Background: an optimization exercise with open tools, aiming at a short achievable clock period, few clock cycles and low power. Do not read the settings as production practice. No functional check of the RTL was part of any run shown here. Power and IR drop assume default switching activity.

[flow/flow/run.sh]
#!/bin/bash
# The standard layout (the standard.sh, every step), except for the
# clock tree's settings: no dummy loads, and larger sink clusters.
export CTS_ARGS="-sink_clustering_enable -repair_clock_nets -dont_use_dummy_load -sink_clustering_size 20 -sink_clustering_max_diameter 60 -buf_list {sky130_fd_sc_hd__clkbuf_4 sky130_fd_sc_hd__clkbuf_8}"
bash standard.sh > standard.log 2>&1
[flow/standard.sh]
#!/bin/bash
# synth_recipe.tcl (not shown) runs the flow's synth.tcl, then flattens the netlist and writes it again
# the make line also repeats each setting of config.mk as NAME=value (left out here)
make -C /OpenROAD-flow-scripts/flow DESIGN_CONFIG=/design/flow/config.mk WORK_HOME=/design/flow/orfs CLKGATE_MAP_FILE= SYNTH_SCRIPT=/design/flow/synth_recipe.tcl "${@:-finish}"
[flow/config.mk]
export PLATFORM = sky130hd
export DESIGN_NAME = cpu_top
export DESIGN_NICKNAME = cpu_top
export VERILOG_FILES = /design/flow/design.v
export SDC_FILE = /design/flow/constraint.sdc
export NUM_CORES = 4
export LEC_CHECK = 0
export CAP_MARGIN = 20
export CORE_MARGIN = 2
export CORE_UTILIZATION = 50
export SETUP_SLACK_MARGIN = 5
export SLEW_MARGIN = 20
export SYNTH_HIERARCHICAL = 1
[flow/constraint.sdc]
create_clock -name core_clock -period 9.0 [get_ports {clk}]
set_input_delay 1.8000 -clock core_clock [delete_from_list [all_inputs] [get_ports {clk}]]
set_output_delay 1.8000 -clock core_clock [all_outputs]
set_load 0.01 [all_outputs]
[flow/design.v]
`default_nettype none
package isa_pkg;
        typedef logic [15:0] word_t;
        typedef logic [3:0] reg_idx_t;
        typedef enum logic [3:0] {
                op_add  = 4'd0,
                op_addi = 4'd1,
                op_sub  = 4'd2,
                op_sw   = 4'd5,
                op_lw   = 4'd6,
                op_nand = 4'd8,
                op_beq  = 4'd14,
                op_jump = 4'd15
        } opcode_t;
        localparam int field_width = 4;
        localparam int opcode_lsb = 12;
        localparam int field_c_lsb = 8;
        localparam int field_b_lsb = 4;
        localparam int field_a_lsb = 0;
        localparam int jump_offset_width = 12;
        localparam int reg_count = 16;
endpackage
`default_nettype wire
`default_nettype none
package core_pkg;
        typedef enum logic [4:0] {
                st_add    = 5'd0,
                st_addi   = 5'd1,
                st_sub    = 5'd2,
                st_sw     = 5'd5,
                st_lw     = 5'd6,
                st_nand   = 5'd8,
                st_beq    = 5'd14,
                st_jump   = 5'd15,
                st_fetch  = 5'd16,
                st_beq2   = 5'd19,
                st_sw2    = 5'd20,
                st_decode = 5'd21,
                st_lw2    = 5'd22,
                st_lw3    = 5'd23,
                st_sw3    = 5'd24,
                st_sw4    = 5'd25,
                st_jump2  = 5'd26,
                st_nop    = 5'd28
        } state_t;
        typedef enum logic [2:0] {
                alu_add  = 3'd0,
                alu_sub  = 3'd1,
                alu_nand = 3'd3
        } alu_op_t;
        localparam logic [15:0] idle_store_data = '1;
endpackage
`default_nettype wire
`timescale 1ns/1ps
`default_nettype none
module cpu_top #(
        parameter logic [15:0] reset_pc = '0
) (
        input  logic        clk,
        input  logic        reset,
        input  logic        run_n,
        input  logic [15:0] sram_d,
        output logic [15:0] sram_addr,
        output logic [15:0] sram_q,
        output logic        sram_we_n
);
        logic [15:0] pc;
        logic        e_alu, e_lw, e_sw, e_beq;    
        logic        e_sub, e_nand, e_addi;       
        logic [3:0]  e_dst;
        logic [3:0]  e_imm;
        logic [15:0] op_a, op_b;
        logic [15:0] rf [16];
        logic        clr;                         
        logic        e_mem;
        logic [15:0] e_x;
        logic [15:0] alu_res;
        logic        taken;
        assign e_mem = e_lw | e_sw;
        assign e_x   = e_addi ? {12'd0, e_imm} : op_a;
        logic [15:0] sum;
        assign sum = e_x + (op_b ^ {16{e_sub}}) + {15'd0, e_sub};
        assign alu_res = e_nand ? ~(op_a & op_b) : sum;
        logic [3:0]  ea_lo;
        logic        ea_c4;
        logic [11:0] ea_hi_inc;
        assign ea_lo = op_b[3:0] + e_imm;
        cpu_carry4 ea_c4_i (.a(op_b[3:0]), .b(e_imm), .co(ea_c4));
        cpu_inc12 ea_inc_i (.a(op_b[15:4]), .y(ea_hi_inc));
        assign taken = e_beq & (op_a == op_b);
        assign sram_addr[3:0] = e_mem ? ea_lo : pc[3:0];
        cpu_addr_hi addr_hi_i (
                .mem(e_mem), .c4(ea_c4), .base(op_b[15:4]), .base_inc(ea_hi_inc),
                .pc(pc[15:4]), .y(sram_addr[15:4])
        );
        assign sram_q    = op_a;
        assign sram_we_n = ~e_sw | run_n;
        logic        rf_we;
        logic [15:0] rf_wd;
        assign rf_we = ~run_n & (e_alu | e_lw);
        assign rf_wd = clr ? 16'd0 : e_lw ? sram_d : alu_res;
        for (genvar i = 0; i < 16; i++) begin : g_rf
                always_ff @(posedge clk) begin
                        if (clr || (rf_we && e_dst == i))
                                rf[i] <= rf_wd;
                end
        end
        always_ff @(posedge clk or negedge reset) begin
                if (!reset)
                        clr <= 1'b1;
                else if (!run_n)
                        clr <= 1'b0;
        end
        logic [3:0]  f_op, f_c, f_b, f_a;
        logic        f_en;
        logic        f_alu, f_lw, f_sw, f_beq, f_jmp, f_bsame, f_redir;
        logic [15:0] f_off, add_b, pc_tgt;
        logic [3:0]  idx_a;
        logic [15:0] rd_a, rd_b;
        assign f_op = sram_d[15:12];
        assign f_c  = sram_d[11:8];
        assign f_b  = sram_d[7:4];
        assign f_a  = sram_d[3:0];
        assign f_en = ~e_mem & ~taken & ~clr;
        assign f_alu = (f_op == 4'd0) | (f_op == 4'd1) | (f_op == 4'd2) | (f_op == 4'd8);
        assign f_sw  = (f_op == 4'd5);
        assign f_lw  = (f_op == 4'd6);
        assign f_beq = (f_op == 4'd14);
        assign f_jmp = (f_op == 4'd15);
        assign f_bsame = f_beq & (f_c == f_b);
        assign f_redir = f_jmp | f_bsame;
        assign f_off  = {f_jmp ? {{4{sram_d[11]}}, sram_d[11:4]} : 12'd0, sram_d[3:0]};
        assign add_b  = taken ? {12'd0, e_imm} - 16'd1 : f_off;
        assign pc_tgt = pc + add_b;
        logic [15:0] pc_pre, pc_inc;
        assign pc_pre[0] = 1'b1;
        for (genvar i = 1; i < 16; i++) begin : g_pc_pre
                assign pc_pre[i] = &pc[i-1:0];
        end
        assign pc_inc = pc ^ pc_pre;
        assign idx_a = (f_sw | f_beq) ? f_c : f_a;
        always_comb begin
                if (e_alu && e_dst == idx_a)
                        rd_a = alu_res;
                else
                        rd_a = rf[idx_a];
                if (e_alu && e_dst == f_b)
                        rd_b = alu_res;
                else
                        rd_b = rf[f_b];
        end
        always_ff @(posedge clk) begin
                if (!run_n) begin
                        op_a   <= rd_a;
                        op_b   <= rd_b;
                        e_dst  <= f_c;
                        e_imm  <= f_a;
                        e_sub  <= (f_op == 4'd2);
                        e_nand <= (f_op == 4'd8);
                        e_addi <= (f_op == 4'd1);
                end
        end
        always_ff @(posedge clk or negedge reset) begin
                if (!reset) begin
                        e_alu <= 1'b0;
                        e_lw  <= 1'b0;
                        e_sw  <= 1'b0;
                        e_beq <= 1'b0;
                        pc    <= reset_pc;
                end else if (!run_n) begin
                        e_alu <= f_en & f_alu;
                        e_lw  <= f_en & f_lw;
                        e_sw  <= f_en & f_sw;
                        e_beq <= f_en & f_beq & ~f_bsame;
                        if (taken | (f_en & f_redir))
                                pc <= pc_tgt;
                        else if (f_en)
                                pc <= pc_inc;
                end
        end
endmodule
`default_nettype wire
`default_nettype none
module cpu_carry4 (
        input  logic [3:0] a,
        input  logic [3:0] b,
        output logic       co
);
        logic [3:0] g, p;
        assign g = a & b;
        assign p = a | b;
        assign co = g[3] | (p[3] & g[2]) | (p[3] & p[2] & g[1]) | (p[3] & p[2] & p[1] & g[0]);
endmodule
module cpu_inc12 (
        input  logic [11:0] a,
        output logic [11:0] y
);
        assign y = a + 12'd1;
endmodule
module cpu_addr_hi (
        input  logic        mem,
        input  logic        c4,
        input  logic [11:0] base,
        input  logic [11:0] base_inc,
        input  logic [11:0] pc,
        output logic [11:0] y
);
        assign y = !mem ? pc : c4 ? base_inc : base;
endmodule
`default_nettype wire
==> impl_metrics.csv, run 1 <==
group,metric,value,unit
detailed_routing,wl_per_cell,33.3,um
timing,final_max_slew_viol_count,0,
pwr,max-vdd-ir-drop,0.133,mV
timing,final.setup_skew,0.163,ns
placed_design,gp_congestion,1.01,
critical_path,end_kind,"register",
clock_tree,clk_pin_slew,0.08,ns
pwr,p_seq_frac,0.475,
critical_path,cp_slowest_cell,"edfxtp_1",
detailed_routing,drc,0,
cells_and_area,drive_gt1_frac,0.252,
pwr,clkPwrFrac,0.190,
yosys,synth-main-ff-cell,"edfxtp_1",
critical_path,cp_cell_sequence,"ha_1, or4_4, nor4_4, buf_6, buf_6, buf_6, nor2_1, a21oi_1, ha_1, buf_6, a21o_1, a21o_1, nand2_2, a21boi_4, o31ai_4, a21oi_2, or4b_1, and3_1",
yosys,netlist_area,0.0181,mm^2
cells_and_area,area_growth,20.9,%
timing,period_share,0.486,
pwr,p_leak,7.80,nW
detailed_routing,drt-initial-drc-count,2848,
yosys,yosysMostFrequentCell,"edfxtp_1",
clock_tree,hold_buffers,0,
critical_path,r2r_slack,4.63,ns
yosys,synth_top_area_cell,"edfxtp_1",
critical_path,r2r_cells,18,
cells_and_area,nets,1873,
min_path,whs_path_depth,1,
timing,period_needed,4.37,ns
outcome,outcome,"complete, no violations",
detailed_routing,dr.pass1.iters,26,
critical_path,crit_path_frequent_cell,"buf_6",
critical_path,r2r-end,"pc[14]",
timing,fmax,0.229,GHz
global_route,grt_pass1_vias,15792,
timing,holdWs,0.471,ns
timing,worst_pin_slew,1.12,ns
yosys,ys_top_cells_by_count,"edfxtp_1, nor2_1, nand2_1, a21oi_1, a22oi_1",
die,placement_rows,69,
die,dieArea,0.0378,mm^2
clock_tree,numCtsBuffers,29,
clock_tree,cts_num_sinks,320,
timing,grt_setup_unrepaired,"true",
timing,hold_viol,0,
yosys,synth_edf_count,299,
min_path,hold_start,"pc[15]",
yosys,synth_cell_types,90,
clock_tree,insertion_delay,0.71,ns
clock_tree,cts_buffer_depth,3,
pwr,p_int,2.62,mW
min_path,min_path_type,"register to register",
yosys,ys_seq_area_frac,0.525,
yosys,syn_avg_cell_area,11.2,um^2
detailed_routing,ant_nets,0,
clock_tree,cts_tree,"yes",
die,die_h,194,um
critical_path,cp_max_fo,5,
global_route,grt_usage,0.393,
global_route,grt_start_max_net_pins,47,
min_path,min_delay_worst_endpoint,"pc[15]",
die,core,0.0357,mm^2
pwr,p_sw,1.35,mW
global_route,antenna_found_initial,1,
detailed_routing,routed_via_density,7.19,
die,die_w,194,um
yosys,yosysWarnings,8,
global_route,grt_pass1_wl,108000,um
yosys,synth_nets,1698,
yosys,synth_area_leaders,"edfxtp_1, a22oi_1, ha_1",
timing,maxSlewHeadroom,0.252,
timing,setup_viol,0,
yosys,syn_inst,1622,
pwr,cellPowerDensity,181,mW/mm^2
critical_path,worstPathArrival,4.82,ns
global_route,grt-ovfl-total,0,
detailed_routing,route.vias.total,16222,
critical_path,cpPeakStageDelay,0.55,ns
detailed_routing,routed_wirelength,75200,um
critical_path,cp-start-kind,"register",
die,io-pin-count,52,
yosys,ys_ff_latch,320,
placed_design,dp_hpwl,48400,um
placed_design,io_buffers,51,
pwr,combinationalPowerShare,0.335,
clock_tree,htreeDepth,1,
yosys,synthArstFlopShare,0.0656,
critical_path,required,9.45,ns
clock_tree,clockRootBuffer,"clkbuf_8",
critical_path,path_class,"register to register",
cells_and_area,diodes,0,
pwr,swShare,0.340,
die,initial_core_util,0.508,
yosys,synth_top_area_share,0.496,
timing,tns,0,ns
job,maxCapViolations,0,
critical_path,r2r-start,"op_a[3]",
## area by class of cell
cell class	instances	area, um^2
fill	2852	13700
sequential	320	9510
multi-input combinational	1173	9170
timing repair buffer	247	2140
tap	461	577
clock buffer	29	399
inverter	26	105
## per-layer routing
layer,vias up,GRT usage,routed length [um]
li1,6722,-,-
met1,7788,0.493,27200
met2,1317,0.604,32700
met3,393,0.117,9650
met4,2,0.230,5550
met5,-,0.00766,16
## critical path, delay by kind of cell, from the launching register on
| family | cells | cell delay [ns] |
|---|---|---|
| adders and majority gates | 2 | 0.67 |
| and+or+nand+nor | 6 | 1.43 |
| buffers and inverters | 4 | 0.51 |
| DFF | 1 | 0.55 |
| AOI/OAI and AO/OA | 6 | 0.97 |
## what timing repair did
item	in CTS	in global routing
cloned	4	0
pin swaps	55	36
setup endpoints to repair	321	143
gates resized for setup	238	82
buffers inserted	112	26
## metrics by stage
| stage | power, mW | setup WS (ns) | utilization | instances | area (um^2) |
|---|---|---|---|---|---|
| global route | 4.10 | 4.57 | 0.614 | 2256 | 21900 |
| detailed placement | 2.94 | 3.15 | 0.544 | 2085 | 19400 |
| CTS | 3.83 | 4.69 | 0.600 | 2230 | 21400 |
| finish | 3.97 | 4.63 | 0.614 | 2256 | 21900 |
| global placement | 2.93 | 3.26 | 0.543 | 2085 | 19400 |
| floorplan | 2.52 | 4.46 | - | 1622 | 18300 |
## placed cells by master, fill, tap and decap left out, types with 34 or more instances in the layout
| cell | n |
|---|---|
| edfxtp_1 | 299 |
| buf_4 | 152 |
| nor2_1 | 110 |
| nand2_1 | 100 |
| a22oi_1 | 90 |
| a21oi_1 | 74 |
| o21ai_0 | 64 |
| nand3_1 | 54 |
| ha_1 | 41 |
| mux2i_1 | 38 |
| xor2_1 | 34 |
## modules after synthesis, one instance, submodules excluded
module	times used	cell area, um^2	cells inside
cpu_carry4	1	45.0	6
cpu_inc12	1	199	29
cpu_addr_hi	1	245	39
cpu_top	1	17600	1548
## registers in the layout (all words and copies together), names as in the netlist
register	cells
e_imm	4
rf	256
e_beq	1
pc	16
e_nand	1
clr	1
op_a	16
e_alu	1
e_lw	1
e_addi	1
e_sub	1
e_dst	4
e_sw	1
op_b	16
## power by group through the flow
stage / clock [mW] / sequential [mW] / combinational, mW
detailed placement: 0 / 1.93 / 1.01
global placement: 0 / 1.93 / 0.998
CTS: 0.761 / 1.88 / 1.18
global route: 0.807 / 1.89 / 1.40
floorplan: 0 / 1.88 / 0.639
finish: 0.755 / 1.89 / 1.33
## cells by family after synthesis
family,synth area share
xor gates and xnor gates,0.0329
buffers and inverters,0.0300
and+or+nand+nor,0.120
muxes,0.0467
DFF,0.525
AOI/OAI and AO/OA,0.204
adders and majority gates,0.0412
## worst max path at each step
| stage | start | end | depth (start not counted) |
|---|---|---|---|
| 3_5_place_dp | sram_d[15] | op_a[15] | 8 |
| 5_1_grt | op_b[1] | pc[14] | 18 |
| 2_1_floorplan | run_n | sram_we_n | 3 |
| 6_report | op_a[3] | pc[14] | 18 |
| 3_3_place_gp | sram_d[15] | op_a[15] | 8 |
| 4_1_cts | op_b[1] | sram_addr[9] | 8 |
==> run 2, diff against run 1 <==
--- a/flow/design.v
+++ b/flow/design.v
@@ -70,6 +70,7 @@
         logic [3:0]  e_dst;
         logic [3:0]  e_imm;
         logic [15:0] op_a, op_b;
+        logic [3:0]  m_b, m_imm;                  
         logic [15:0] rf [16];
         logic        clr;                         
         logic        e_mem;
@@ -82,16 +83,21 @@
         assign sum = e_x + (op_b ^ {16{e_sub}}) + {15'd0, e_sub};
         assign alu_res = e_nand ? ~(op_a & op_b) : sum;
         logic [3:0]  ea_lo;
-        logic        ea_c4;
+        logic [1:0]  ea_c4;
         logic [11:0] ea_hi_inc;
-        assign ea_lo = op_b[3:0] + e_imm;
-        cpu_carry4 ea_c4_i (.a(op_b[3:0]), .b(e_imm), .co(ea_c4));
+        assign ea_lo = m_b + m_imm;
+        cpu_carry4 ea_c4a_i (.a(m_b), .b(m_imm), .co(ea_c4[0]));
+        cpu_carry4 ea_c4b_i (.a(m_b), .b(m_imm), .co(ea_c4[1]));
         cpu_inc12 ea_inc_i (.a(op_b[15:4]), .y(ea_hi_inc));
         assign taken = e_beq & (op_a == op_b);
         assign sram_addr[3:0] = e_mem ? ea_lo : pc[3:0];
+        cpu_addr_hi addr_lo_i (
+                .mem(e_mem), .c4(ea_c4[0]), .base(op_b[9:4]), .base_inc(ea_hi_inc[5:0]),
+                .pc(pc[9:4]), .y(sram_addr[9:4])
+        );
         cpu_addr_hi addr_hi_i (
-                .mem(e_mem), .c4(ea_c4), .base(op_b[15:4]), .base_inc(ea_hi_inc),
-                .pc(pc[15:4]), .y(sram_addr[15:4])
+                .mem(e_mem), .c4(ea_c4[1]), .base(op_b[15:10]), .base_inc(ea_hi_inc[11:6]),
+                .pc(pc[15:10]), .y(sram_addr[15:10])
         );
         assign sram_q    = op_a;
         assign sram_we_n = ~e_sw | run_n;
@@ -153,6 +159,8 @@
                 if (!run_n) begin
                         op_a   <= rd_a;
                         op_b   <= rd_b;
+                        m_b    <= (f_lw | f_sw) ? rd_b[3:0] : 4'd0;
+                        m_imm  <= (f_lw | f_sw) ? f_a : 4'd0;
                         e_dst  <= f_c;
                         e_imm  <= f_a;
                         e_sub  <= (f_op == 4'd2);
@@ -195,15 +203,18 @@
         input  logic [11:0] a,
         output logic [11:0] y
 );
-        assign y = a + 12'd1;
+        assign y[0] = ~a[0];
+        for (genvar i = 1; i < 12; i++) begin : g_bit
+                assign y[i] = a[i] ^ (&a[i-1:0]);
+        end
 endmodule
 module cpu_addr_hi (
-        input  logic        mem,
-        input  logic        c4,
-        input  logic [11:0] base,
-        input  logic [11:0] base_inc,
-        input  logic [11:0] pc,
-        output logic [11:0] y
+        input  logic       mem,
+        input  logic       c4,
+        input  logic [5:0] base,
+        input  logic [5:0] base_inc,
+        input  logic [5:0] pc,
+        output logic [5:0] y
 );
         assign y = !mem ? pc : c4 ? base_inc : base;
 endmodule
==> run 2 against run 1 <==
Worst setup slack improved by 0.13 ns; still clean on timing, DRC and antenna; non-clock buffer count did not move; via count fell by 5.4%; first-iteration DRC count fell by 14%; design area fell by 0.57%; wire length fell by 8.8%.
==> impl_metrics.csv, run 2 <==
group,metric,value,unit
outcome,outcome,"complete, no violations",
cells_and_area,layout_common_cells,"edfxtp_1, buf_4, a22oi_1",
global_route,grt-ovfl-total,0,
pwr,p_total,3.94,mW
global_route,antenna_found_initial,2,
critical_path,worstPathArrival,2.44,ns
critical_path,cp_max_fo,6,
pwr,p_leak,7.79,nW
timing,worst_pin_slew,1.20,ns
yosys,synth_area_leaders,"edfxtp_1, a22oi_1, ha_1",
global_route,grt_pass1_vias,14579,
yosys,syn_avg_cell_area,11.8,um^2
pwr,max-vdd-ir-drop,0.136,mV
die,core,0.0357,mm^2
die,die_w,194,um
detailed_routing,drc,0,
cells_and_area,area_growth,20.1,%
clock_tree,cts_tree,"yes",
timing,maxSlewHeadroom,0.201,
yosys,yosysWarnings,8,
critical_path,cp-start-kind,"register",
clock_tree,clk_pin_slew,0.11,ns
yosys,ys_ff_latch,328,
die,placement_rows,69,
yosys,synthArstFlopShare,0.0640,
cells_and_area,final_common_cell,"edfxtp_1",
min_path,hold_start,"pc[15]",
detailed_routing,route.vias.total,15341,
detailed_routing,ant_nets,0,
timing,final.setup_skew,0.0954,ns
global_route,grt_start_max_net_pins,55,
timing,period_share,0.471,
min_path,min_path_type,"register to register",
critical_path,required,7.20,ns
clock_tree,insertion_delay,0.63,ns
timing,tns,0,ns
timing,fmax,0.236,GHz
die,die_h,194,um
critical_path,path_class,"register to output pin",
cells_and_area,largest_register_ffs,256,
timing,hold_viol,0,
cells_and_area,top_register,"rf",
die,io-pin-count,52,
cells_and_area,drive_gt1_frac,0.258,
yosys,synth_edf_count,307,
detailed_routing,wl_per_cell,31.4,um
placed_design,gp_congestion,0.997,
yosys,synth_top_area_cell,"edfxtp_1",
pwr,cellPowerDensity,181,mW/mm^2
yosys,synth_top_area_share,0.508,
clock_tree,clockRootBuffer,"clkbuf_8",
clock_tree,htreeDepth,1,
clock_tree,cts_buffer_depth,3,
detailed_routing,routed_wirelength,68600,um
timing,setup_viol,0,
timing,period_needed,4.24,ns
critical_path,cp-startpoint,"m_b[2]",
placed_design,dp_hpwl,42900,um
die,initial_core_util,0.509,
detailed_routing,drt-initial-drc-count,2444,
yosys,ys_seq_area_frac,0.537,
clock_tree,numCtsBuffers,26,
detailed_routing,routed_via_density,7.03,
global_route,grt_pass1_wl,97200,um
job,maxCapViolations,0,
critical_path,end_kind,"output pin",
cells_and_area,nets,1803,
critical_path,r2r-start,"op_a[0]",
timing,final_max_slew_viol_count,0,
yosys,synth_nets,1621,
yosys,syn_inst,1542,
die,dieArea,0.0378,mm^2
cells_and_area,diodes,0,
placed_design,io_buffers,51,
clock_tree,cts_num_sinks,328,
yosys,netlist_area,0.0181,mm^2
timing,grt_setup_unrepaired,"true",
yosys,ys_top_cells_by_count,"edfxtp_1, a22oi_1, nor2_1, a21oi_1, nand2_1",
global_route,grt_usage,0.351,
detailed_routing,dr.pass1.iters,8,
yosys,synth_cell_types,88,
yosys,yosysMostFrequentCell,"edfxtp_1",
yosys,synth-main-ff-cell,"edfxtp_1",
==> run 2: cell count changes after synthesis, moves of 11 or more <==
cell      change
a22oi_1      +43
clkbuf_1     -23
o21ai_0      -19
nand4_1      +18
nor2_1       -23
a222oi_1     -11
nand2_1      -24
mux2i_1      -16
o22ai_1      -15
==> run 2: modules after synthesis (local to each module, per instance) <==
module | flops+latches | cells
cpu_top | 328 | 1468
cpu_inc12 | 0 | 22
cpu_addr_hi | 0 | 20
cpu_carry4 | 0 | 6
==> run 2: per-layer routing <==
layer	up-vias	share of wire	global-route usage
li1	6494	-	-
met4	4	0.068	0.175
met3	312	0.11	0.0786
met1	7446	0.36	0.440
met5	-	0.0013	0.0140
met2	1085	0.46	0.573
==> run 2: timing repair <==
action | in CTS | in global routing
hold buffers | 0 | 0
resized for setup | 227 | 87
pin swaps | 43 | 35
cloned | 3 | 2
setup endpoints to repair | 216 | 80
setup buffers | 94 | 45
==> run 2: layout make-up <==
type / count / area [um^2]
Multi-Input combinational cell: 1096 / 8770
Clock buffer: 26 / 358
Timing Repair Buffer: 247 / 2230
Sequential cell: 328 / 9750
Fill cell: 2799 / 13900
Inverter: 25 / 101
Tap cell: 461 / 577
==> run 2: worst paths after layout <==
kind / endpoint / slack [ns] / cells past startpoint
setup / recovery: sram_addr[10] / 4.76 / 8
hold / removal: pc[15] / 0.47 / 1
setup reg to reg: rf[7][14] / 5.13 / 12
hold reg to reg: pc[15] / 0.47 / 1
max in group asynchronous: pc[4] / 7.41 / 1
min in group asynchronous: pc[5] / 1.19 / 1
==> run 2: power by group <==
| group | internal (mW) | total, mW | leakage (nW) | switching (mW) |
|---|---|---|---|---|
| Sequential | 1.84 | 1.94 | 3.05 | 0.101 |
| Clock | 0.258 | 0.721 | 0.187 | 0.463 |
| Combinational | 0.525 | 1.27 | 4.56 | 0.750 |
==> run 2: metrics by stage <==
step | instance area (um^2) | instances | hold slack, ns | setup WS (ns) | util
detailed placement | 19400 | 2012 | 0.466 | 3.22 | 0.543
finish | 21800 | 2183 | 0.475 | 4.76 | 0.611
floorplan | 18400 | 1542 | 0.438 | 4.35 | -
CTS | 21000 | 2135 | 0.476 | 4.84 | 0.590
global route | 21800 | 2183 | 0.505 | 4.68 | 0.611
global placement | 19400 | 2012 | 0.456 | 3.33 | 0.543
==> run 2: cells by family after synthesis <==
logic type               after synthesis  synth area share
adder cells (fa/ha/maj)               60            0.0426
XOR/XNOR                              61            0.0295
AND/OR/NAND/NOR                      416             0.129
buffers and inverters                121            0.0326
AO/OA/AOI/OAI                        504             0.199
flip-flops                           328             0.537
multiplexers                          52            0.0297
==> run 2: critical path, cell delays in order (launching register included) <==
cell and delay (ns):
edfxtp_1 0.52, buf_4 0.20, a22oi_2 0.21, a41oi_2 0.16, buf_6 0.17, buf_6 0.12, mux2i_4 0.18, a21oi_1 0.14
buf_2 0.15
==> run 3, diff against run 2 <==
--- a/flow/config.mk
+++ b/flow/config.mk
@@ -11,3 +11,4 @@
 export SETUP_SLACK_MARGIN = 5
 export SLEW_MARGIN = 20
 export SYNTH_HIERARCHICAL = 1
+export TNS_END_PERCENT = 30
==> run 3 against run 2 <==
Clock power is 6.0% higher; still clean on timing, DRC and antenna; synthesized cell count is the same; non-clock buffer count down 27; area after synthesis unchanged; wire length grew 1.8%; sequential power hardly changed; largest cell class unchanged.
==> impl_metrics.csv, run 3 <==
group,metric,value,unit
clock_tree,htreeDepth,1,
yosys,ys_ff_latch,328,
pwr,clkPwrFrac,0.195,
pwr,p_total,3.92,mW
timing,finalWorstSetupSlack,4.74,ns
yosys,synth_nets,1621,
pwr,max-vdd-ir-drop,0.143,mV
pwr,swShare,0.336,
cells_and_area,nets,1779,
timing,hold_viol,0,
pwr,p_sw,1.32,mW
clock_tree,cts_num_sinks,328,
global_route,met3_usage,0.0861,
outcome,outcome,"complete, no violations",
critical_path,cpPeakStageDelay,0.51,ns
global_route,met2_usage,0.573,
timing,period_share,0.473,
clock_tree,cts_tree,"yes",
clock_tree,clk_pin_slew,0.08,ns
critical_path,end_kind,"output pin",
yosys,yosysMostFrequentCell,"edfxtp_1",
die,initial_core_util,0.509,
detailed_routing,route.vias.total,15422,
die,die_w,194,um
die,io-pin-count,52,
critical_path,cp_cell_sequence,"buf_4, o2111ai_2, a41oi_4, buf_12, buf_6, mux2i_4, a21oi_1, buf_2",
min_path,min_path_type,"register to register",
critical_path,cp-start-kind,"register",
pwr,p_seq_frac,0.498,
yosys,yosysWarnings,8,
global_route,use_met1,0.451,
detailed_routing,routed_wirelength,69800,um
timing,worst_pin_slew,1.12,ns
yosys,syn_inst,1542,
detailed_routing,wl_per_cell,32.3,um
timing,final_max_slew_viol_count,0,
yosys,synth_area_leaders,"edfxtp_1, a22oi_1, ha_1",
global_route,grt_start_max_net_pins,55,
yosys,ys_seq_area_frac,0.537,
job,maxCapViolations,0,
yosys,synthArstFlopShare,0.0640,
global_route,grt_pass1_wl,99500,um
timing,maxSlewHeadroom,0.252,
placed_design,pre_cts_slack,3.13,ns
clock_tree,clockRootBuffer,"clkbuf_8",
global_route,antenna_found_initial,3,
pwr,p_int,2.60,mW
cells_and_area,area_growth,17.7,%
yosys,syn_avg_cell_area,11.8,um^2
detailed_routing,ant_nets,0,
timing,period_needed,4.26,ns
detailed_routing,dr.pass1.iters,7,
die,dieArea,0.0378,mm^2
timing,grt_setup_unrepaired,"true",
global_route,grt-ovfl-total,0,
cells_and_area,largest_register_ffs,256,
cells_and_area,top_register,"rf",
detailed_routing,drt-initial-drc-count,2501,
yosys,synth_top_area_share,0.508,
detailed_routing,routed_via_density,7.14,
timing,setup_viol,0,
pwr,p_leak,7.61,nW
yosys,synth_edf_count,307,
die,core,0.0357,mm^2
critical_path,cp_max_fo,7,
detailed_routing,drc,0,
critical_path,path_class,"register to output pin",
clock_tree,insertion_delay,0.65,ns
critical_path,required,7.20,ns
timing,final.setup_skew,0.0641,ns
placed_design,dp_hpwl,43500,um
yosys,synth-main-ff-cell,"edfxtp_1",
global_route,grt_pass1_vias,14710,
cells_and_area,drive_gt1_frac,0.234,
pwr,combinationalPowerShare,0.307,
critical_path,path_buf_inv,4,
clock_tree,cts_buffer_depth,3,
critical_path,cp_top_family,"buffers and inverters",
yosys,synth_top_area_cell,"edfxtp_1",
yosys,ys_top_cells_by_count,"edfxtp_1, a22oi_1, nor2_1, a21oi_1, nand2_1",
cells_and_area,final_common_cell,"edfxtp_1",
timing,tns,0,ns
die,die_h,194,um
yosys,netlist_area,0.0181,mm^2
clock_tree,numCtsBuffers,29,
global_route,busiest_layer,"met2",
pwr,cellPowerDensity,184,mW/mm^2
timing,fmax,0.235,GHz
placed_design,gp_congestion,0.955,
critical_path,worstPathArrival,2.46,ns
die,placement_rows,69,
critical_path,cp_slowest_cell,"edfxtp_1",
global_route,grt_usage,0.359,
yosys,synth_cell_types,88,
cells_and_area,layout_common_cells,"edfxtp_1, buf_4, a22oi_1",
placed_design,io_buffers,51,
-- run 3: cell count changes in the layout (fill, tap and decap cells not counted), sizes merged --
cell,before,now
clkbuf,31,32
clkdlybuf4s15,2,5
dlygate4sd2,0,2
buf,221,191
clkdlybuf4s18,2,1
dlymetal6s2s,0,1
diode,0,1
-- run 3: worst register-to-register path: cells and delay by family, from the launching register on --
kind            cells  cell delay (ns)
compound gates      7             1.22
fa+ha+maj           3             1.07
simple gates        3             0.60
flops               1             0.55
xor+xnor            1             0.20
buf+inv             1             0.15
mux                 1             0.08
-- run 3: logic make-up (layout without fill, tap and decap cells) --
kind of cell    Yosys count  after routing  synth area share
buf+inv                 121            274            0.0326
compound gates          504            504             0.199
simple gates            416            419             0.129
xor+xnor                 61             61            0.0295
other cells               0              1                 0
mux                      52             52            0.0297
flops                   328            328             0.537
fa+ha+maj                60             60            0.0426
-- run 3: Yosys stat by module, one instance, submodules excluded --
module       copies in the design  area, um^2
cpu_top                         1       17600
cpu_carry4                      2        45.0
cpu_inc12                       1         185
cpu_addr_hi                     2         129
-- run 3: worst paths after layout --
path | start | to | slack (ns) | depth (start not counted)
hold reg to reg | pc[15] | pc[15] | 0.47 | 1
min in group asynchronous | reset | e_lw | 1.18 | 1
setup reg to reg | op_a[11] | pc[14] | 4.98 | 16
max in group asynchronous | reset | pc[4] | 7.44 | 1
hold / removal | pc[15] | pc[15] | 0.47 | 1
setup / recovery | m_imm[2] | sram_addr[14] | 4.74 | 8
-- run 3: cell type report --
class / count / area [um^2]
timing repair buffer: 220 / 1860
tap: 461 / 577
inverter: 25 / 104
clock buffer: 29 / 399
antenna: 1 / 2.50
fill: 2900 / 14300
multi-input combinational: 1096 / 8660
sequential: 328 / 9750
-- run 3: metrics by stage --
stage,utilization,std cells,area (um^2),hold WS (ns)
after detailed placement,0.543,2014,19400,0.461
final,0.599,2160,21300,0.468
after global placement,0.543,2014,19400,0.456
after CTS,0.585,2134,20900,0.470
after global routing,0.599,2159,21300,0.488
after floorplan,-,1542,18300,0.438
-- run 3: layer usage --
metal  share of wire  wire (um)  vias to the layer above
met3            0.11       7880                      340
met5          0.0013         92                        -
met2            0.45      31400                     1153
met1            0.36      25500                     7478
li1                -          -                     6445
met4           0.071       4980                        6
-- run 3: timing repair --
| action | in CTS | in global routing |
|---|---|---|
| setup endpoints to repair | 257 | 179 |
| resized for setup | 191 | 83 |
| buffers inserted | 88 | 24 |
| hold buffers | 0 | 0 |
| pin swaps | 40 | 21 |
| cloned | 3 | 0 |
-- run 3: power groups by stage --
stage / Combinational, mW / Clock (mW) / Sequential (mW)
after global routing: 1.29 / 0.819 / 1.96
after CTS: 1.11 / 0.771 / 1.95
after detailed placement: 1.03 / 0 / 1.99
after floorplan: 0.667 / 0 / 1.94
after global placement: 1.01 / 0 / 1.99
final: 1.20 / 0.764 / 1.95
==> run 4, diff against run 3 <==
--- a/flow/design.v
+++ b/flow/design.v
@@ -64,6 +64,7 @@
         output logic [15:0] sram_q,
         output logic        sram_we_n
 );
+        logic [15:0] pc_q;                        
         logic [15:0] pc;
         logic        e_alu, e_lw, e_sw, e_beq;    
         logic        e_sub, e_nand, e_addi;       
@@ -117,6 +118,9 @@
                 else if (!run_n)
                         clr <= 1'b0;
         end
+        logic clr_done;
+        always_ff @(posedge clk)
+                clr_done <= ~reset;
         logic [3:0]  f_op, f_c, f_b, f_a;
         logic        f_en;
         logic        f_alu, f_lw, f_sw, f_beq, f_jmp, f_bsame, f_redir;
@@ -127,7 +131,7 @@
         assign f_c  = sram_d[11:8];
         assign f_b  = sram_d[7:4];
         assign f_a  = sram_d[3:0];
-        assign f_en = ~e_mem & ~taken & ~clr;
+        assign f_en = ~e_mem & ~taken & ~(clr & ~clr_done);
         assign f_alu = (f_op == 4'd0) | (f_op == 4'd1) | (f_op == 4'd2) | (f_op == 4'd8);
         assign f_sw  = (f_op == 4'd5);
         assign f_lw  = (f_op == 4'd6);
@@ -174,16 +178,22 @@
                         e_lw  <= 1'b0;
                         e_sw  <= 1'b0;
                         e_beq <= 1'b0;
-                        pc    <= reset_pc;
                 end else if (!run_n) begin
                         e_alu <= f_en & f_alu;
                         e_lw  <= f_en & f_lw;
                         e_sw  <= f_en & f_sw;
                         e_beq <= f_en & f_beq & ~f_bsame;
+                end
+        end
+        assign pc = clr ? reset_pc : pc_q;
+        always_ff @(posedge clk) begin
+                if (!run_n) begin
                         if (taken | (f_en & f_redir))
-                                pc <= pc_tgt;
+                                pc_q <= pc_tgt;
                         else if (f_en)
-                                pc <= pc_inc;
+                                pc_q <= pc_inc;
+                        else if (clr)
+                                pc_q <= reset_pc;
                 end
         end
 endmodule
--- a/flow/config.mk
+++ b/flow/config.mk
@@ -8,7 +8,7 @@
 export CAP_MARGIN = 20
 export CORE_MARGIN = 2
 export CORE_UTILIZATION = 50
-export SETUP_SLACK_MARGIN = 5
+export SETUP_SLACK_MARGIN = 4.8
 export SLEW_MARGIN = 20
 export SYNTH_HIERARCHICAL = 1
-export TNS_END_PERCENT = 30
+export TNS_END_PERCENT = 50
==> run 4 against run 3 <==
Hold slack better by 0.13 ns; worst setup slack worse by 0.14 ns; largest power group unchanged; clock power up 12%; critical path depth down 2; utilization down 1.2 points; synthesized cell count up 9.7%; register-to-register slack worse by 0.23 ns; final cell count up 7.6%; highest routed layer is now met4; still clean on timing, DRC and antenna.
==> impl_metrics.csv, run 4 <==
group,metric,value,unit
outcome,outcome,"complete, no violations",
critical_path,cp_max_fo,8,
cells_and_area,top_register,"rf",
cells_and_area,area_growth,16.3,%
critical_path,required,7.20,ns
clock_tree,numCtsBuffers,34,
yosys,synth_nets,1770,
yosys,ys_ff_latch,329,
yosys,ys_seq_area_frac,0.522,
clock_tree,cts_tree,"yes",
timing,setup_viol,0,
timing,worst_pin_slew,1.20,ns
detailed_routing,route.vias.total,16136,
die,die_h,198,um
critical_path,worstPathArrival,2.60,ns
clock_tree,htreeDepth,2,
yosys,yosysWarnings,8,
timing,maxSlewHeadroom,0.197,
pwr,max-vdd-ir-drop,0.141,mV
clock_tree,clk_pin_slew,0.09,ns
global_route,grt_start_max_net_pins,45,
detailed_routing,wl_per_cell,32.5,um
yosys,synth_top_area_share,0.514,
timing,hold_viol,0,
yosys,yosysMostFrequentCell,"edfxtp_1",
yosys,syn_avg_cell_area,11.2,um^2
timing,period_needed,4.40,ns
min_path,min_path_type,"register to register",
timing,fmax,0.227,GHz
yosys,syn_inst,1691,
yosys,synth_area_leaders,"edfxtp_1, ha_1, mux2i_1",
yosys,netlist_area,0.0189,mm^2
placed_design,dp_hpwl,48300,um
cells_and_area,diodes,0,
die,core,0.0374,mm^2
detailed_routing,routed_wirelength,75600,um
clock_tree,insertion_delay,0.64,ns
cells_and_area,layout_common_cells,"edfxtp_1, nand2_1, nor2_1",
global_route,grt_pass1_wl,106000,um
cells_and_area,fillers,3093,
cells_and_area,drive_gt1_frac,0.190,
clock_tree,cts_num_sinks,329,
die,die_w,198,um
detailed_routing,ant_nets,0,
yosys,synthArstFlopShare,0.0152,
die,dieArea,0.0393,mm^2
pwr,p_total,3.91,mW
global_route,antenna_found_initial,1,
critical_path,end_kind,"output pin",
detailed_routing,dr.pass1.iters,9,
clock_tree,hold_buffers,0,
placed_design,io_buffers,51,
yosys,synth_edf_count,323,
timing,period_share,0.489,
yosys,synth_cell_types,90,
critical_path,path_class,"register to output pin",
placed_design,gp_congestion,0.996,
yosys,ys_top_cells_by_count,"edfxtp_1, nor2_1, nand2_1, a21oi_1, mux2i_1",
die,initial_core_util,0.504,
job,maxCapViolations,0,
yosys,synth-main-ff-cell,"edfxtp_1",
die,io-pin-count,52,
cells_and_area,final_common_cell,"edfxtp_1",
detailed_routing,drc,0,
global_route,grt_usage,0.379,
die,placement_rows,71,
clock_tree,cts_buffer_depth,3,
timing,tns,0,ns
timing,final_max_slew_viol_count,0,
pwr,cellPowerDensity,178,mW/mm^2
yosys,synth_top_area_cell,"edfxtp_1",
clock_tree,clockRootBuffer,"clkbuf_8",
cells_and_area,largest_register_ffs,256,
timing,grt_setup_unrepaired,"true",
global_route,grt_pass1_vias,15371,
pwr,p_leak,7.79,nW
global_route,grt-ovfl-total,0,
timing,final.setup_skew,0.0989,ns
detailed_routing,drt-initial-drc-count,2610,
detailed_routing,routed_via_density,6.94,
critical_path,cp-start-kind,"register",
cells_and_area,nets,1895,
-- run 4: worst paths after layout --
path	start	end	slack (ns)	cells past startpoint
worst min-delay path	rf[0][2]	op_a[2]	0.60	2
max in group asynchronous	reset	clr	7.28	1
worst min register to register	rf[0][2]	op_a[2]	0.60	2
worst max register to register	op_a[3]	pc_q[14]	4.75	15
worst max-delay path	m_imm[1]	sram_addr[10]	4.60	6
min in group asynchronous	reset	e_sw	1.44	1
-- run 4: repair_timing --
action / in CTS / in global routing
pin swaps: 8 / 31
gates cloned: 5 / 3
resized for setup: 104 / 81
endpoints found under the setup margin: 139 / 102
setup buffers: 46 / 34
-- run 4: logic make-up (layout without fill, tap and decap cells) --
family          count (synthesis)  in the layout  share of synthesized area
fa+ha+maj                      60             60                     0.0410
xor+xnor                       73             73                     0.0339
buf+inv                       124            247                     0.0293
flops                         329            329                      0.522
mux                           109            109                     0.0619
compound gates                495            495                      0.187
simple gates                  501            501                      0.125
-- run 4: area by class of cell --
class	instances	area, um^2	share of cell area
sequential	329	9850	0.449
multi-input combinational	1238	9050	0.412
timing repair buffer	186	1820	0.0829
tap	511	639	0.0291
clock buffer	34	468	0.0213
inverter	26	109	0.00496
timing repair inverter	1	7.51	0.000342
-- run 4: stage by stage --
stage	std cells	hold WS (ns)	instance area, um^2	utilization	setup slack (ns)
finish	2325	0.603	21900	0.587	4.60
global route	2325	0.625	21900	0.587	4.53
CTS	2286	0.593	21300	0.570	4.54
detailed placement	2201	0.545	20100	0.537	3.01
global placement	2200	0.550	20100	0.536	3.02
floorplan	1691	0.458	19100	-	4.15
-- run 4: modules after synthesis, one instance, submodules excluded --
| module | cell area [um^2] | flops+latches | cells |
|---|---|---|---|
| cpu_addr_hi | 129 | 0 | 20 |
| cpu_carry4 | 45.0 | 0 | 6 |
| cpu_inc12 | 185 | 0 | 22 |
| cpu_top | 18300 | 329 | 1617 |
-- run 4: where the power goes --
group / total (mW) / switching, mW / internal (mW)
Sequential: 1.89 / 0.0415 / 1.85
Combinational: 1.16 / 0.734 / 0.425
Clock: 0.855 / 0.517 / 0.338
-- run 4: worst max-delay path, stage by stage (launching register included) --
cell and delay [ns]:
edfxtp_1 0.53, o2111ai_1 0.27, a41oi_2 0.16, buf_6 0.18, mux2i_1 0.12, a21oi_1 0.17
clkdlybuf4s50_1 0.56
-- run 4: routing by layer --
| layer | wire length (um) | track usage |
|---|---|---|
| met1 | 27600 | 0.473 |
| met2 | 33200 | 0.595 |
| met5 | 0 | 0 |
| met3 | 8850 | 0.0901 |
| met4 | 5900 | 0.238 |
==> run 5, diff against run 4 <==
--- a/flow/config.mk
+++ b/flow/config.mk
@@ -8,7 +8,6 @@
 export CAP_MARGIN = 20
 export CORE_MARGIN = 2
 export CORE_UTILIZATION = 50
-export SETUP_SLACK_MARGIN = 4.8
+export SETUP_SLACK_MARGIN = 5
 export SLEW_MARGIN = 20
 export SYNTH_HIERARCHICAL = 1
-export TNS_END_PERCENT = 50
==> run 5 against run 4 <==
Register-to-register slack better by 0.04 ns; global-route usage is 0.78 points higher; largest power group unchanged; design area grew 3.3%; clock skew is 0.0085 ns lower.
==> impl_metrics.csv, run 5 <==
group,metric,value,unit
cells_and_area,fillers,3021,
yosys,netlist_area,0.0189,mm^2
placed_design,io_buffers,51,
critical_path,cp_max_fo,6,
detailed_routing,highest_layer,"met4",
clock_tree,insertion_delay,0.65,ns
cells_and_area,final_cells,2366,
min_path,min_path_type,"register to register",
placed_design,post_dp_cell_area,0.0201,mm^2
die,core,0.0374,mm^2
yosys,ys_ff_latch,329,
cells_and_area,final_area,0.0227,mm^2
detailed_routing,wl_per_cell,32.5,um
cells_and_area,regArea,0.00985,mm^2
detailed_routing,routed_via_density,7.02,
cells_and_area,area_growth,20.1,%
die,io-pin-count,52,
critical_path,r2r_slack,4.79,ns
yosys,syn_inst,1691,
yosys,synthArstFlopShare,0.0152,
yosys,synth_top_area_cell,"edfxtp_1",
clock_tree,numCtsBuffers,34,
timing,hold_viol,0,
cells_and_area,diodes,0,
timing,maxSlewHeadroom,0.250,
detailed_routing,wl_met1,27100,um
cells_and_area,top_register,"rf",
yosys,yosysWarnings,8,
pwr,cellPowerDensity,175,mW/mm^2
cells_and_area,final_common_cell,"edfxtp_1",
clock_tree,cts_num_sinks,329,
yosys,synth_top_area_share,0.514,
pwr,max-vdd-ir-drop,0.125,mV
detailed_routing,wl_met2,34300,um
placed_design,gp_congestion,1.06,
job,maxCapViolations,0,
detailed_routing,wl_met3,9630,um
die,initial_core_util,0.504,
timing,final.setup_skew,0.0905,ns
die,die_h,198,um
cells_and_area,layout_common_cells,"edfxtp_1, nand2_1, nor2_1",
detailed_routing,drt-initial-drc-count,2752,
timing,period_needed,4.24,ns
critical_path,cp_cell_sequence,"buf_6, buf_6, o2111ai_4, a41oi_4, buf_12, mux2i_2, a21oi_1, buf_2",
cells_and_area,drive_gt1_frac,0.237,
global_route,antenna_found_initial,1,
detailed_routing,ant_nets,0,
placed_design,dp_hpwl,48900,um
yosys,syn_avg_cell_area,11.2,um^2
critical_path,cp-start-kind,"register",
clock_tree,cts_tree,"yes",
pwr,p_leak,8.05,nW
critical_path,cpPeakStageDelay,0.51,ns
cells_and_area,largest_register_ffs,256,
yosys,synth_cell_types,90,
die,placement_rows,71,
detailed_routing,routed_wirelength,76800,um
clock_tree,htreeDepth,2,
yosys,ys_top_cells_by_count,"edfxtp_1, nor2_1, nand2_1, a21oi_1, mux2i_1",
global_route,grt-ovfl-total,0,
clock_tree,clk_pin_slew,0.08,ns
critical_path,worstPathArrival,2.44,ns
timing,period_share,0.471,
global_route,grt_pass1_vias,15635,
cells_and_area,multiInputGateArea,0.00937,mm^2
yosys,synth-main-ff-cell,"edfxtp_1",
clock_tree,clockRootBuffer,"clkbuf_8",
cells_and_area,nets,1936,
critical_path,crit_path_frequent_cell,"buf_6",
timing,setup_viol,0,
critical_path,required,7.20,ns
critical_path,cp_slowest_cell,"edfxtp_1",
yosys,synth_nets,1770,
timing,final_max_slew_viol_count,0,
outcome,outcome,"complete, no violations",
die,die_w,198,um
timing,worst_pin_slew,1.12,ns
yosys,yosysMostFrequentCell,"edfxtp_1",
detailed_routing,drc,0,
timing,fmax,0.236,GHz
global_route,grt_usage,0.387,
detailed_routing,route.vias.total,16600,
placed_design,dp_cells,2203,
clock_tree,cts_buffer_depth,3,
timing,tns,0,ns
timing,grt_setup_unrepaired,"true",
global_route,grt_pass1_wl,108000,um
yosys,synth_area_leaders,"edfxtp_1, ha_1, mux2i_1",
yosys,ys_seq_area_frac,0.522,
global_route,grt_start_max_net_pins,43,
critical_path,end_kind,"output pin",
die,dieArea,0.0393,mm^2
critical_path,path_class,"register to output pin",
yosys,synth_edf_count,323,
detailed_routing,dr.pass1.iters,7,
## run 5: area by class of cell
type,instances,share of cell area
clock buffer,34,0.0206
inverter,26,0.00480
multi-input combinational,1239,0.413
sequential,329,0.435
tap,511,0.0282
timing repair buffer,226,0.0981
timing repair inverter,1,0.000331
## run 5: worst paths after layout
kind                       startpoint      endpoint  cells after the start
setup reg to reg             op_a[13]      pc_q[14]                     16
min in group asynchronous       reset          e_lw                      1
hold / removal                  e_alu         e_alu                      2
setup / recovery               m_b[1]  sram_addr[7]                      8
hold reg to reg                 e_alu         e_alu                      2
max in group asynchronous       reset           clr                      1
## run 5: layer usage
layer | vias up | GRT usage
met2 | 1349 | 0.606
met3 | 371 | 0.0906
li1 | 6913 | -
met1 | 7967 | 0.486
met4 | 0 | 0.240
met5 | - | 0
## run 5: what timing repair did
item / 4_1_cts / 5_1_grt
gates cloned: 6 / 3
resized for setup: 223 / 109
setup endpoints to repair: 194 / 102
pin swaps: 46 / 45
buffers inserted: 87 / 32
hold buffers: 0 / 0
## run 5: cell families after synthesis
logic type                 synth area share
AOI/OAI and AO/OA                     0.187
xor gates and xnor gates             0.0339
adders and majority gates            0.0410
buffers and inverters                0.0293
DFF                                   0.522
muxes                                0.0619
and+or+nand+nor                       0.125
## run 5: worst max-delay path, delay by kind of cell (launching register included)
kind,cells,cell delay (ns)
mux,1,0.15
buf+inv,4,0.62
flops,1,0.51
compound gates,3,0.54
## run 5: modules after synthesis, one instance, submodules excluded
module,cells,area [um^2],flops+latches
cpu_inc12,22,185,0
cpu_top,1617,18300,329
cpu_addr_hi,20,129,0
cpu_carry4,6,45.0,0
## run 5: through the flow
step	hold WS, ns	setup WS, ns	utilization	power, mW
finish	0.608	4.76	0.606	3.97
global route	0.643	4.67	0.606	4.10
CTS	0.612	4.74	0.587	3.86
detailed placement	0.563	2.93	0.538	2.90
global placement	0.563	2.98	0.537	2.89
floorplan	0.458	4.15	-	2.53
## run 5: power breakdown
group	internal, mW	switching (mW)
clock	0.338	0.513
sequential	1.85	0.0430
combinational	0.470	0.761

[static timing again, ports no longer ideal]
No port has a modelled driver above. Below, the same layouts with a new extraction and two added sets of constraints.
Step 1 sets driving cells, clkbuf_16 on the clock port and buf_2 on the other inputs (assumed; they add their load-dependent delay and slew).
Step 2, shift: input delay + t, output delay - t, t = (earliest + latest rising clock arrival at the registers) / 2. This alone moves slack from input paths to output paths.
Slacks: ideal ports / drivers / drivers and shift; pairs: ideal ports / drivers.
run	t (ns)	setup WS [ns]	latest minus earliest clock arrival (ns)	worst data-port slew with drivers (ns)
run 1	0.676	4.629 / 4.605 / 4.072	0.163 / 0.163	0.05
run 2	0.635	4.763 / 4.713 / 4.352	0.095 / 0.095	0.05
run 3	0.668	4.740 / 4.688 / 4.158	0.064 / 0.065	0.05
run 4	0.639	4.601 / 4.550 / 4.093	0.099 / 0.099	0.05
run 5	0.653	4.762 / 4.709 / 4.231	0.091 / 0.091	0.06
After both steps setup and hold are still met in every run listed. For run 3, which loses most, drivers alone change the setup slack by -0.052 ns; drivers and shift together by -0.582 ns.
